What follows belongs to an exercise in optimizing a design on an open flow for a short achievable clock period and few clock cycles; a production flow would make more cautious choices. The RTL was checked by simulation tests, not by an equivalence proof against the original design.

build 72:
## arm_mc_core
module arm_mc_core
#(
   parameter int          ARCH          = 32,
   parameter logic [31:0] RESET_PC      = 32'h0,
   parameter bit          HALT_ON_UNDEF = 1'b1
) (
   input  logic        clk,
   input  logic        reset_n,
   input  logic [31:0] inst,
   input  logic        inst_valid,
   output logic [31:0] pc,
   input  logic [31:0] inM,
   input  logic        mem_ready,
   output logic [31:0] outM,
   output logic        writeM,
   output logic        readM,
   output logic [31:0] addressM,
   output logic        halted
);
   function automatic logic cond_pass(input logic [3:0] cond, input logic [3:0] nzcv);
      logic n, z, c, v, r;
      {n, z, c, v} = nzcv;
      case (cond)
         COND_EQ: r = z;
         COND_NE: r = !z;
         COND_CS: r = c;
         COND_CC: r = !c;
         COND_MI: r = n;
         COND_PL: r = !n;
         COND_VS: r = v;
         COND_VC: r = !v;
         COND_HI: r = c && !z;
         COND_LS: r = !c || z;
         COND_GE: r = (n == v);
         COND_LT: r = (n != v);
         COND_GT: r = !z && (n == v);
         COND_LE: r = z || (n != v);
         COND_AL: r = 1'b1;
         default: r = 1'b0;
      endcase
      cond_pass = r;
   endfunction
   function automatic logic [15:0] onehot16(input logic [3:0] k);
      onehot16 = 16'd1 << k;
   endfunction
   if (ARCH != 32) begin : g_bad_arch
      $fatal(1, "arm_mc_core: ARCH must be 32");
   end
   logic [31:0] pc_q;
   logic [31:0] ir_q, ir_pc8_q;
   logic        ir_v_q;
   logic        ir_fp_q;                   
   logic [15:0] ir_rn_oh_q, ir_rm_oh_q;    
  ...
Settings: LEC_CHECK=0, CAP_MARGIN=20, CORE_MARGIN=2, CORE_UTILIZATION=45, SLEW_MARGIN=20, TNS_END_PERCENT=10; clock period 12.0 ns.
standard.sh (not shown) runs the stock make flow with config.mk's settings and CLKGATE_MAP_FILE= SYNTH_SCRIPT=/design/flow/synth_recipe.tcl, a recipe that flattens the netlist after the stock synthesis.
==> flow/flow/run.sh <==
#!/bin/bash
set -euo pipefail
here=$(pwd)
bash standard.sh SETUP_SLACK_MARGIN=8 \
   "BUFFER_PORTS_ARGS=-buffer_cell sky130_fd_sc_hd__buf_4" \
   FASTROUTE_TCL="$here/flow/fastroute.tcl" finish \
   > standard_flow.log 2>&1
==> flow/flow/fastroute.tcl <==
# Global routing layers as the platform sets them, with more of each layer's
# capacity held back so that the global routes leave room for detailed routing.
set_global_routing_layer_adjustment met1 0.45
set_global_routing_layer_adjustment met2 0.35
set_global_routing_layer_adjustment met3-$::env(MAX_ROUTING_LAYER) 0.25

set_routing_layers -clock $::env(MIN_CLK_ROUTING_LAYER)-$::env(MAX_ROUTING_LAYER)
set_routing_layers -signal $::env(MIN_ROUTING_LAYER)-$::env(MAX_ROUTING_LAYER)
Build 72 finished all stages; layout check result: FAIL, due to capacitance limit, slew limit.
Testbench counts of build 72, summed over its fixed seeds: cycles 23,221.
> inputs changed (build 72 -> build 13)
Settings: CORE_UTILIZATION: 45 -> 50; TNS_END_PERCENT: 10 -> 25.
## What came out
FAIL build 13 @ global routing (5_1_grt): tool exited with error. Between build 13 and build 72, the instance area at placement figures differ only marginally. Compared with build 72, build 13 shows a placement row count that is about 5.3% lower. Delta (build 13 minus build 72): number of buffer cells added on primary ports barely changed; count of pins on the block boundary level; starting density of the core went up; setup fix buffers added after clock tree synthesis higher. Between build 72 and build 13, the difference in deepest level of the CTS H-tree is negligible. [compare] base=build 72 new=build 13: post-cts repair resize count went up, placed wire-length estimate after detailed placement went down. Build 13 -> build 72: count of distinct cell types in the synthesized netlist delta 0, exact match. Die width in build 13 is 5.1% lower than in build 72.
Input-level comparison between build 9 and build 13:
Settings: swapping 20 for 30 in SLEW_MARGIN; swapping 50 for 45 in CORE_UTILIZATION; swapping 25 for 10 in TNS_END_PERCENT; swapping 20 for 30 in CAP_MARGIN.
--- outcome ---
- Of the runs build 13 and build 9, none of them finished clean.
- Status build 9: flow complete, layout not clean - capacitance limit, slew limit
- Total number of clock tree sinks came out exactly the same in build 13 and build 9.
- Build 9 improves on build 13 in post-placement worst setup slack.
- Build 9 against build 13: simple-gate share of the synthesized area has remained practically unchanged; count of placed standard cells including taps has increased; unique cell type count in the Yosys netlist has remained practically unchanged.
- In build 9 relative to build 13, vertical die dimension had gone up by a few percent.
- Looking at last weighted congestion value of the routability-driven placer, build 9 sits about 2.7% lower than build 13 does.
- Per the comparison of build 9 with build 13, I/O pin count saw little to no change; post-cts repair resize count saw a decrease.

separate check: timing with driven ports:
The results above use ideal ports. As a check the final layouts listed here were re-extracted and re-timed, cells and wires unchanged.
Step 1 (the two cells are an assumption about what drives the block):
set clk [get_ports {clk}]
set_driving_cell -lib_cell sky130_fd_sc_hd__clkbuf_16 $clk
set_driving_cell -lib_cell sky130_fd_sc_hd__buf_2 [delete_from_list [all_inputs] $clk]
Step 2, shift: input delay + t, output delay - t, t = (earliest + latest rising clock arrival at the registers) / 2. This alone moves slack from input paths to output paths.
Three values: ideal ports, drivers, drivers and shift; two values: the first two.
run	t, ns	setup slack, ns	worst setup path at the end	worst slew at a driven data input, ns	pins driven straight from the clock port
build 72	0.910	7.292 / 7.292 / 6.577	input to register	0.20	1
build 9	0.934	7.292 / 7.292 / 6.564	input to register	0.21	1
For build 9, which loses most, drivers alone change the setup slack by 0.000 ns; drivers and shift together by -0.728 ns.
